Source: an optimization exercise on an open RTL-to-GDS flow (aim: small area and a short achievable clock period). Production flows keep margins and buffers that such runs may drop.
The RTL was checked by simulation tests, not by an equivalence proof against the original design.
Power figures rest on the tool's default switching activity, not on a simulated workload.

Design instr_mix_profiler, start of the top module:
module instr_mix_profiler #(
   parameter int unsigned CNT_W = 16
) (
   input  logic             clk,
   input  logic             rst,
   input  logic             in_valid,
   input  logic [22:0]      instruction_type,
   input  logic [4:0]       instruction_format,
   input  logic             clear,
   input  logic             rd_en,
   input  logic [4:0]       rd_sel,
   output logic             rd_valid,
   output logic [CNT_W-1:0] rd_data,
   output logic             rd_err
);
Size in the first run: roughly 500 flip-flops, about 56 I/O pins, about 21000 µm² of cells after synthesis.
Settings: LEC_CHECK=0, CAP_MARGIN=20, CORE_MARGIN=2, CORE_UTILIZATION=50, CTS_CLUSTER_DIAMETER=60, CTS_CLUSTER_SIZE=16, PLACE_DENSITY=0.8, SETUP_SLACK_MARGIN=4.8, SLEW_MARGIN=20, TNS_END_PERCENT=0; clock period 7.5 ns.
standard.sh (not shown) runs the stock make flow with config.mk's settings and CLKGATE_MAP_FILE= SYNTH_SCRIPT=/design/flow/synth_recipe.tcl, a recipe that flattens the netlist after the stock synthesis.
==> flow/flow/run.sh <==
#!/bin/bash
# The standard layout (standard synthesis unchanged), with two changes:
# the port buffers are sky130_fd_sc_hd__buf_2 instead of the delay-cell
# buffer buffer_ports picks by default, and clock tree synthesis builds the
# tree from sky130_fd_sc_hd__clkbuf_8 in clusters of up to 12 sinks and
# inserts no dummy loads. Each tool's full output goes to ORFS's own logs under orfs/logs.
export BUFFER_PORTS_ARGS="-buffer_cell sky130_fd_sc_hd__buf_2"
export CTS_ARGS="-sink_clustering_enable -repair_clock_nets -sink_clustering_size 12 -sink_clustering_max_diameter 50 -dont_use_dummy_load -buf_list sky130_fd_sc_hd__clkbuf_8"
bash standard.sh > standard.log 2>&1
Change:
==> flow/flow/run.sh (replaced) <==
#!/bin/bash
# The standard layout (standard synthesis unchanged), with two changes:
# the port buffers are sky130_fd_sc_hd__buf_2 instead of the delay-cell
# buffer buffer_ports picks by default, and clock tree synthesis builds the
# tree from sky130_fd_sc_hd__clkbuf_4 in clusters of up to 8 sinks and
# inserts no dummy loads. make's output goes to standard.log here; each
# tool's full output also goes to ORFS's own logs under orfs/logs.
export BUFFER_PORTS_ARGS="-buffer_cell sky130_fd_sc_hd__buf_2"
export CTS_ARGS="-sink_clustering_enable -repair_clock_nets -sink_clustering_size 8 -sink_clustering_max_diameter 40 -dont_use_dummy_load -buf_list sky130_fd_sc_hd__clkbuf_4"
bash standard.sh > standard.log 2>&1
--- a/flow/config.mk
+++ b/flow/config.mk
@@ -11,6 +11,5 @@
 export CTS_CLUSTER_DIAMETER = 60
 export CTS_CLUSTER_SIZE = 16
-export PLACE_DENSITY = 0.8
-export SETUP_SLACK_MARGIN = 4.8
+export SETUP_SLACK_MARGIN = 4.6
 export SLEW_MARGIN = 20
 export TNS_END_PERCENT = 0
Routed wire length rises by 6.6%; design area goes down by 2.5%; die area is unchanged; synthesized area does not change.
Change:
--- a/flow/config.mk
+++ b/flow/config.mk
@@ -6,10 +6,10 @@
 export NUM_CORES = 4
 export LEC_CHECK = 0
-export CAP_MARGIN = 20
+export CAP_MARGIN = 0
 export CORE_MARGIN = 2
 export CORE_UTILIZATION = 50
 export CTS_CLUSTER_DIAMETER = 60
 export CTS_CLUSTER_SIZE = 16
-export SETUP_SLACK_MARGIN = 4.6
-export SLEW_MARGIN = 20
+export SETUP_SLACK_MARGIN = 4.8
+export SLEW_MARGIN = 0
 export TNS_END_PERCENT = 0
The changed run ran to the end with no violations. Global-route usage barely changes. Maximum frequency increases by 1.4%. Worst setup slack gains 0.042 ns. Register-to-register slack gains 0.02 ns. Die area is unchanged. Area after synthesis stays the same. Cell count stays flat.


## v18
instr_mix_profiler again, from the RTL that the note above started with.
clock: 7.5 ns
lec_check: 0
cap_margin: 20
core_margin: 2
core_utilization: 50
cts_cluster_diameter: 60
cts_cluster_size: 16
setup_slack_margin: 4.8
slew_margin: 20
tns_end_percent: 0
==> flow/flow/run.sh <==
#!/bin/bash
# The standard layout (standard synthesis unchanged), with two changes:
# the port buffers are sky130_fd_sc_hd__buf_2 instead of the delay-cell
# buffer buffer_ports picks by default, and clock tree synthesis builds the
# tree from sky130_fd_sc_hd__clkbuf_4 in clusters of up to 8 sinks and
# inserts no dummy loads. make's output goes to standard.log here; each
# tool's full output also goes to ORFS's own logs under orfs/logs.
export BUFFER_PORTS_ARGS="-buffer_cell sky130_fd_sc_hd__buf_2"
export CTS_ARGS="-sink_clustering_enable -repair_clock_nets -sink_clustering_size 8 -sink_clustering_max_diameter 40 -dont_use_dummy_load -buf_list sky130_fd_sc_hd__clkbuf_4"
bash standard.sh > standard.log 2>&1
The inputs of v42 differ from those of v18 as listed below.
==> flow/flow/run.sh <==
#!/bin/bash
# The standard layout (standard synthesis unchanged), with two changes:
# the port buffers are sky130_fd_sc_hd__buf_2 instead of the delay-cell
# buffer buffer_ports picks by default, and clock tree synthesis builds the
# tree from sky130_fd_sc_hd__clkbuf_4 in clusters of up to 10 sinks and
# inserts no dummy loads. make's output goes to standard.log here; each
# tool's full output also goes to ORFS's own logs under orfs/logs.
export BUFFER_PORTS_ARGS="-buffer_cell sky130_fd_sc_hd__buf_2"
export CTS_ARGS="-sink_clustering_enable -repair_clock_nets -sink_clustering_size 10 -sink_clustering_max_diameter 45 -dont_use_dummy_load -buf_list sky130_fd_sc_hd__clkbuf_4"
bash standard.sh > standard.log 2>&1
Findings:
- v42 did not stop at any stage, and its layout met the timing, DRC and antenna checks.
- v18 completed; timing, DRC and antenna clean
- Critical path depth was higher in the run labelled v42.
- Diff v18 -> v42: slack of the critical path -80 ps; ratio of final minimum period to clock period climbed 1.1 points; number of nets at the end of the flow dropped 15; actual transition at the worst max-transition pin decreased 170 ps.
- Compared with v18, v42 shows a worst clock skew that is 27 ps higher.
- Global-route wire length before repair on v42 is down relative to v18.
Changes in v3 relative to v42:
Settings: a change of CORE_UTILIZATION from 50 to 45.
==> flow/flow/run.sh <==
#!/bin/bash
# The standard layout (standard synthesis unchanged), with two changes:
# the port buffers are sky130_fd_sc_hd__buf_4 instead of the delay-cell
# buffer buffer_ports picks by default, and clock tree synthesis inserts no
# dummy loads. Each tool's full output goes to ORFS's own logs under orfs/logs.
export BUFFER_PORTS_ARGS="-buffer_cell sky130_fd_sc_hd__buf_4"
export CTS_ARGS="-sink_clustering_enable -repair_clock_nets -sink_clustering_size 16 -sink_clustering_max_diameter 60 -dont_use_dummy_load"
bash standard.sh > standard.log 2>&1
[summary]
v3 vs. v42: non-clock buffer count went up by 42. In the metrics for v3 and v42, the one carrying the higher area of the placeable core is v3. Power share of the combinational group was higher in v3 than in v42. When v3 is measured against v42, its largest incremental delay on the critical path turns out 90 ps higher.
Inputs modified between v3 and v22:
Settings: SETUP_SLACK_MARGIN changed from 4.8 to 5.0.
==> flow/flow/run.sh <==
#!/bin/bash
# The standard layout (standard synthesis unchanged), with two changes:
# the port buffers are sky130_fd_sc_hd__buf_4 instead of the delay-cell
# buffer buffer_ports picks by default, and clock tree synthesis builds the
# tree from sky130_fd_sc_hd__clkbuf_8 in clusters of up to 12 sinks and
# inserts no dummy loads. Each tool's full output goes to ORFS's own logs under orfs/logs.
export BUFFER_PORTS_ARGS="-buffer_cell sky130_fd_sc_hd__buf_4"
export CTS_ARGS="-sink_clustering_enable -repair_clock_nets -sink_clustering_size 12 -sink_clustering_max_diameter 50 -dont_use_dummy_load -buf_list sky130_fd_sc_hd__clkbuf_8"
bash standard.sh > standard.log 2>&1
### Flow results
In v22 the clock group share of total power turned out 4.4 points lower than in v3.
Looking at slowest cell on the critical path, the sky130_fd_sc_hd__dfxtp_4 result is from v22; the sky130_fd_sc_hd__a222oi_1 one comes from v3.
v22 has less setup slack than v3.
As of v22, detailed placement HPWL had risen slightly compared to v3.
From v3 to v22 the numbers moved as follows: worst-case clock skew higher; final net count shows an increase of 1.9%; area growth from synthesis to final layout did not really move.
| area of all placed cells without fillers | v3 vs v22 | ≈ equal |
[compare] base=v3 new=v22: power shows a reduction of 4.8%, final-layout clock-cell area share shows a reduction of 1.2 points.
v3 reports its startpoint of the most critical setup path as s1_type_q[7]$_DFF_P_ while v22 reports s1_type_q[5]$_DFF_P_.
Changes in v26 relative to v22:
Settings: SETUP_SLACK_MARGIN now 4.9, was 5.0; CORE_UTILIZATION now 50, was 45.
==> flow/flow/run.sh <==
#!/bin/bash
# The standard layout (standard synthesis unchanged), with two changes:
# the port buffers are sky130_fd_sc_hd__buf_2 instead of the delay-cell
# buffer buffer_ports picks by default, and clock tree synthesis builds the
# tree from sky130_fd_sc_hd__clkbuf_4 in clusters of up to 8 sinks and
# inserts no dummy loads. make's output goes to standard.log here; each
# tool's full output also goes to ORFS's own logs under orfs/logs.
export BUFFER_PORTS_ARGS="-buffer_cell sky130_fd_sc_hd__buf_2"
export CTS_ARGS="-sink_clustering_enable -repair_clock_nets -sink_clustering_size 8 -sink_clustering_max_diameter 40 -dont_use_dummy_load -buf_list sky130_fd_sc_hd__clkbuf_4"
bash standard.sh > standard.log 2>&1
==> comparison <==
v26 against v22: final design area excluding fillers now smaller, setup slack now smaller, internal power now smaller.
The following lists how v6 was set up differently from v26:
Settings: SETUP_SLACK_MARGIN: 4.9 -> 4.8; CORE_UTILIZATION: 50 -> 45.
==> flow/flow/run.sh <==
#!/bin/bash
# The standard layout (standard synthesis unchanged), with two changes:
# the port buffers are sky130_fd_sc_hd__buf_4 instead of the delay-cell
# buffer buffer_ports picks by default, and clock tree synthesis builds the
# tree from sky130_fd_sc_hd__clkbuf_8 in clusters of up to 12 sinks and
# inserts no dummy loads. Each tool's full output goes to ORFS's own logs under orfs/logs.
export BUFFER_PORTS_ARGS="-buffer_cell sky130_fd_sc_hd__buf_4"
export CTS_ARGS="-sink_clustering_enable -repair_clock_nets -sink_clustering_size 12 -sink_clustering_max_diameter 50 -dont_use_dummy_load -buf_list sky130_fd_sc_hd__clkbuf_8"
bash standard.sh > standard.log 2>&1
--- outcome ---
- Wire length grows slightly when moving from v26 to v6.
- v6 against v26: clock group share of total power climbed 1.5 points; first-pass GRT wire length barely changed.
- The die area in v6 sits 11% above the value recorded for v26.
- Post-route cell area delta (v6 − v26): unfavourable
- Note that the post-cts resize count recorded for v6 amounts to 1.10 times the value seen in v26.
- From v26 to v6 the numbers moved as follows: via density per instance has decreased, stage delay of the slowest cell on the critical path lost 450 ps, number of cells traversed by the worst register-to-register path ~0 delta, number of clock buffers in the layout has decreased.
- Between v6 and v26, the worst setup slack is lower for v26.

-- re-timing with driven ports --
In the flow no input, the clock included, has a driving cell. The finished layouts below were timed again as built, in two steps.
Step 1 (the two cells are an assumption about what drives the block):
set clk [get_ports {clk}]
set_driving_cell -lib_cell sky130_fd_sc_hd__clkbuf_16 $clk
set_driving_cell -lib_cell sky130_fd_sc_hd__buf_2 [delete_from_list [all_inputs] $clk]
Step 2 moves the port delays by t, midway between the first and last clock arrival at a register: inputs arrive t later, outputs are due t later. That takes back most of the time a late clock gives input paths.
Slacks: ideal / step 1 / step 2; pairs: ideal / step 1.
| run | t, ns | setup WS [ns] | worst setup path at the end | worst slew at a driven data input, ns | cell pins on the clock port's net |
|---|---|---|---|---|---|
| the first run of note 1 | 0.700 | 4.465 / 4.465 / 3.850 | input to register | 0.05 | 1 |
| the second run of note 1 | 0.851 | 4.513 / 4.526 / 3.692 | input to register | 0.05 | 1 |
| the third run of note 1 | 0.904 | 4.555 / 4.543 / 3.763 | input to register | 0.03 | 1 |
| v18 | 0.886 | 4.573 / 4.573 / 3.717 | input to register | 0.03 | 1 |
| v42 | 0.875 | 4.493 / 4.493 / 3.644 | input to register | 0.03 | 1 |
| v3 | 0.627 | 4.600 / 4.600 / 3.985 | input to register | 0.08 | 1 |
| v22 | 0.723 | 4.579 / 4.579 / 3.959 | input to register | 0.05 | 1 |
| v26 | 0.890 | 4.500 / 4.519 / 3.629 | input to register | 0.06 | 1 |
| v6 | 0.713 | 4.555 / 4.555 / 3.843 | input to register | 0.09 | 1 |
After both steps every run listed still meets setup and hold. For v26, which loses most, drivers alone change the setup slack by +0.019 ns; drivers and shift together by -0.871 ns.
